This design comes from an exercise in tuning for small area, a short achievable clock period and few clock cycles on the open sky130 flow, not from production work.
Function was checked by simulation only, so behaviour that the tests miss may differ from the original.

Design huffmanTree, start of the top module:
module huffmanTree (
    input  logic                   Clk_in,
    input  logic                   n_Rst,
    input  logic                   Start,
    input  logic [79:0]            Weights,    
    output logic                   Busy,
    output logic                   Done,
    output logic [119:0]           Tree,       
    output logic [4:0]             RootRight,
    output logic [4:0]             RootLeft
);
    localparam int NH = 5;    
    localparam int QD = 4;    
    localparam int PD = 5;    
    function automatic logic le8(input logic [7:0] a, input logic [7:0] b);
        logic r;
        r = 1'b1;
        for (int k = 0; k < 8; k++)
            r = (a[k] ^ b[k]) ? b[k] : r;
        le8 = r;
    endfunction
    function automatic logic le12(input logic [11:0] a, input logic [11:0] b);
        logic r;
        r = 1'b1;
        for (int k = 0; k < 12; k++)
            r = (a[k] ^ b[k]) ? b[k] : r;
        le12 = r;
    endfunction
    function automatic logic leafLe(input logic [7:0] a, input logic [11:0] b);
        leafLe = (|b[11:8]) || le8(a, b[7:0]);
    endfunction
    logic       busy;
    logic       busyOut;    
    logic       done;
    logic [3:0] haveResult;   
    logic [2:0] mergeCnt;     
    logic       lastMerge;
    assign lastMerge = (mergeCnt == 3'd7);
    always_ff @(posedge Clk_in or negedge n_Rst)
    begin
        if (!n_Rst)
        begin
            busy       <= 1'b0;
            busyOut    <= 1'b0;
            done       <= 1'b0;
            haveResult <= '0;
        end
        else
        begin
            busy       <= busy ? !lastMerge : Start;
            busyOut    <= busy && !lastMerge;
  ...
clock: 36.0 ns
lec_check: 0
abc_area: 1
cap_margin: 20
core_margin: 2
core_utilization: 40
slew_margin: 20
standard.sh (not shown) runs the stock make flow with config.mk's settings and CLKGATE_MAP_FILE= SYNTH_SCRIPT=/design/flow/synth_recipe.tcl, a recipe that flattens the netlist after the stock synthesis.
==> flow/flow/run.sh <==
#!/bin/bash
# The standard layout, except that the port buffers are plain buf_1
# cells instead of the delay buffers buffer_ports picks by default, and
# timing repair works to a setup margin: it treats any path longer than
# 8 ns as failing. The clock and constraints are the design's.
set -euo pipefail
export BUFFER_PORTS_ARGS="-buffer_cell sky130_fd_sc_hd__buf_1"
export SETUP_SLACK_MARGIN=28
bash standard.sh finish > standard_flow.log 2>&1
The starting point finished with timing, DRC and antenna clean.
Testbench counts at the start, summed over its fixed seeds: cycles 4,608.
==> next run, changes <==
==> flow/flow/run.sh (replaced) <==
#!/bin/bash
# The standard layout, except that the port buffers are plain buf_1
# cells instead of the delay buffers buffer_ports picks by default.
set -euo pipefail
export BUFFER_PORTS_ARGS="-buffer_cell sky130_fd_sc_hd__buf_1"
bash standard.sh finish > standard_flow.log 2>&1
--- a/flow/config.mk
+++ b/flow/config.mk
@@ -10,3 +10,5 @@
 export CORE_MARGIN = 2
 export CORE_UTILIZATION = 40
+export CTS_CLUSTER_DIAMETER = 90
+export CTS_CLUSTER_SIZE = 30
 export SLEW_MARGIN = 20
Final area went down by about 6%.
Hold slack is about the same.
==> next run, changes <==
--- a/flow/config.mk
+++ b/flow/config.mk
@@ -10,5 +10,5 @@
 export CORE_MARGIN = 2
 export CORE_UTILIZATION = 40
-export CTS_CLUSTER_DIAMETER = 90
-export CTS_CLUSTER_SIZE = 30
+export CTS_CLUSTER_DIAMETER = 100
+export CTS_CLUSTER_SIZE = 26
 export SLEW_MARGIN = 20
Result:
- via count stays flat
- global-route usage barely changes
- core utilization is lower by 0.38 points
- maximum frequency is lower by 0.32%
- design area is lower by 0.86%
- die area does not change
- area after synthesis stays the same
- routed wire length barely changes

========
v14:
Starting RTL as in the previous note.
export LEC_CHECK = 0
export CAP_MARGIN = 20
export CORE_MARGIN = 2
export CORE_UTILIZATION = 60
export PLACE_DENSITY = 0.7
export SLEW_MARGIN = 20
create_clock -name core_clock -period 36.0 [get_ports {Clk_in}]
==> flow/flow/run.sh <==
#!/bin/bash
# The standard layout, except that the port buffers are plain buf_1
# cells instead of the delay buffers buffer_ports picks by default.
set -euo pipefail
export BUFFER_PORTS_ARGS="-buffer_cell sky130_fd_sc_hd__buf_1"
bash standard.sh finish > standard_flow.log 2>&1
Testbench counts of v14, summed over its fixed seeds: cycles 4,608.
#### Input delta (v15 over v14)
Settings: CORE_UTILIZATION: 60 -> 40; PLACE_DENSITY: 0.7 -> unset; ABC_AREA: unset -> 1.
--- outcome ---
v15 against v14; synthesized area is down slightly.
Dominant combinational cell family by area after synthesis = compound AO/OA/AOI/OAI gates: v14; dominant combinational cell family by area after synthesis = simple AND/OR/NAND/NOR gates: v15
v15 vs v14, most common cell after layout, fill and taps aside: sky130_fd_sc_hd__nand2_1 vs sky130_fd_sc_hd__buf_1
v15 ran to completion and came out clean on the timing, DRC and antenna checks.
Looking at sequential share of layout area across v14 and v15, the one that comes out lower is v15.
What v55 does differently from v15 at the input level:
Settings: ABC_AREA no longer set, was 1; CTS_CLUSTER_SIZE now 30, previously not set; CTS_BUF_LIST now sky130_fd_sc_hd__clkbuf_8, previously not set.
Notes after the runs:
Diff v15..v55 | count of sequential standard cells | unchanged
The synthesized cell count of v55 falls short of that of v15 by 637.
Input-level comparison between v6 and v55:
Settings: ABC_AREA: unset -> 1; CTS_BUF_LIST: sky130_fd_sc_hd__clkbuf_8 -> unset; CTS_CLUSTER_DIAMETER: unset -> 120.
==> comparison <==
v6: all stages complete, timing, DRC and antenna checks passed
Looking at most common cell after layout, fill and taps aside, the sky130_fd_sc_hd__buf_1 result is from v55; the sky130_fd_sc_hd__nand2_1 one comes from v6.
Portion of the layout cell area used by clock cells: v6 vs v55 down 2.3 points
Re xor and xnor area share after synthesis: v55 was higher than v6.
NOTE: global-route usage in v6 falls short of that of v55
Sort v55 and v6 by core utilization, descending, and v55 comes first.
The setup slack of v6 is larger than that of v55.
Comparing the two runs side by side, v6 comes out behind v55 on clock skew.

========
## rev 12
Another version of the RTL of huffmanTree (not shown whole).
For scale: roughly 2700 cells after synthesis, about 280 flip-flops, roughly 220 I/O pins.
## huffmanTree
module huffmanTree (
    input  logic                   Clk_in,
    input  logic                   n_Rst,
    input  logic                   Start,
    input  logic [79:0]            Weights,    
    output logic                   Busy,
    output logic                   Done,
    output logic [119:0]           Tree,       
    output logic [4:0]             RootRight,
    output logic [4:0]             RootLeft
);
clock: 36.0 ns
lec_check: 0
abc_area: 1
cap_margin: 20
core_margin: 2
core_utilization: 40
cts_cluster_diameter: 100
cts_cluster_size: 30
slew_margin: 20
Scripts as last shown in full above: flow/flow/run.sh
Rev 12 closes out successfully: all stages finished, all timing, DRC and antenna checks passed.
Testbench counts of rev 12, summed over its fixed seeds: cycles 4,608.
#### Input delta (rev 13 over rev 12)
- CTS_CLUSTER_SIZE: 30 -> 26
==> run summary <==
Taking rev 12 as the reference, in rev 13 wire length of the first global-routing pass essentially unchanged; adder-cell share of the synthesized area essentially unchanged; post-synthesis compound-gate area fraction essentially unchanged; core utilization essentially unchanged; portion of the layout cell area used by clock cells decreased 0.19 points.
Detailed-route wire length: rev 13 vs rev 12, no meaningful difference
The final area of rev 12 and that of rev 13 are within noise of each other.

========
huffmanTree with an RTL version that a note above also has.
Size: about 2100 cells after synthesis, about 220 I/O pins, about 0.020 mm² of cells after synthesis.
## huffmanTree
module huffmanTree (
    input  logic                   Clk_in,
    input  logic                   n_Rst,
    input  logic                   Start,
    input  logic [79:0]            Weights,    
    output logic                   Busy,
    output logic                   Done,
    output logic [119:0]           Tree,       
    output logic [4:0]             RootRight,
    output logic [4:0]             RootLeft
);
clock: 36.0 ns
lec_check: 0
cap_margin: 20
core_margin: 2
core_utilization: 40
slew_margin: 20
==> flow/flow/run.sh <==
#!/bin/bash
# The standard layout, except that the port buffers are plain buf_1
# cells instead of the delay buffers buffer_ports picks by default, and
# timing repair works to a setup margin: it treats any path longer than
# 8.5 ns as failing. The clock and constraints are the design's.
set -euo pipefail
export BUFFER_PORTS_ARGS="-buffer_cell sky130_fd_sc_hd__buf_1"
export SETUP_SLACK_MARGIN=27.5
bash standard.sh finish > standard_flow.log 2>&1
The baseline finished with timing, DRC and antenna clean.
Testbench counts at the start, summed over its fixed seeds: cycles 4,608.
Change:
==> flow/flow/run.sh (replaced) <==
#!/bin/bash
# The standard layout, except that the port buffers are plain buf_1
# cells instead of the delay buffers buffer_ports picks by default.
set -euo pipefail
export BUFFER_PORTS_ARGS="-buffer_cell sky130_fd_sc_hd__buf_1"
bash standard.sh finish > standard_flow.log 2>&1
After rerunning: The changed run passed the timing, DRC and antenna checks. Worst setup slack stays flat. Count of clock-buffer cells in the layout stays the same. Via count barely changes. Register-to-register slack gets worse by 0.10 ns. Synthesized area stays the same. Fmax stays flat.

[afterwards: timing with drivers on the ports]
No port has a modelled driver above. Below, the same layouts with a new extraction and two added sets of constraints.
Step 1 sets driving cells, clkbuf_16 on the clock port and buf_2 on the other inputs (assumed; they add their load-dependent delay and slew).
Step 2, shift: input delay + t, output delay - t, t = (earliest + latest rising clock arrival at the registers) / 2. This alone moves slack from input paths to output paths.
Slacks: ideal ports / drivers / drivers and shift; pairs: ideal ports / drivers.
run	t (ns)	slack for setup (ns)	worst setup path at the end	worst data-port slew with drivers (ns)
the first run of note 1	0.612	27.645 / 27.591 / 27.894	input, reset recovery	0.04
the second run of note 1	0.601	27.631 / 27.577 / 27.929	input, reset recovery	0.04
the third run of note 1	0.595	27.605 / 27.548 / 27.891	input, reset recovery	0.04
v14	0.642	27.567 / 27.513 / 27.578	input, reset recovery	0.05
v15	0.614	27.609 / 27.555 / 27.886	input, reset recovery	0.04
v55	0.686	27.534 / 27.479 / 27.595	input, reset recovery	0.05
v6	0.581	27.621 / 27.565 / 27.919	input, reset recovery	0.04
rev 12	0.591	27.630 / 27.568 / 27.631	input, reset recovery	0.04
rev 13	0.584	27.645 / 27.587 / 27.613	input, reset recovery	0.04
the first run of note 4	0.599	27.625 / 27.571 / 27.600	input, reset recovery	0.04
the second run of note 4	0.598	27.626 / 27.571 / 27.601	input, reset recovery	0.04
After both steps setup and hold are still met in every run listed. For rev 13, which loses most, drivers alone change the setup slack by -0.058 ns; drivers and shift together by -0.032 ns. The worst setup slack also covers recovery checks on asynchronous resets.
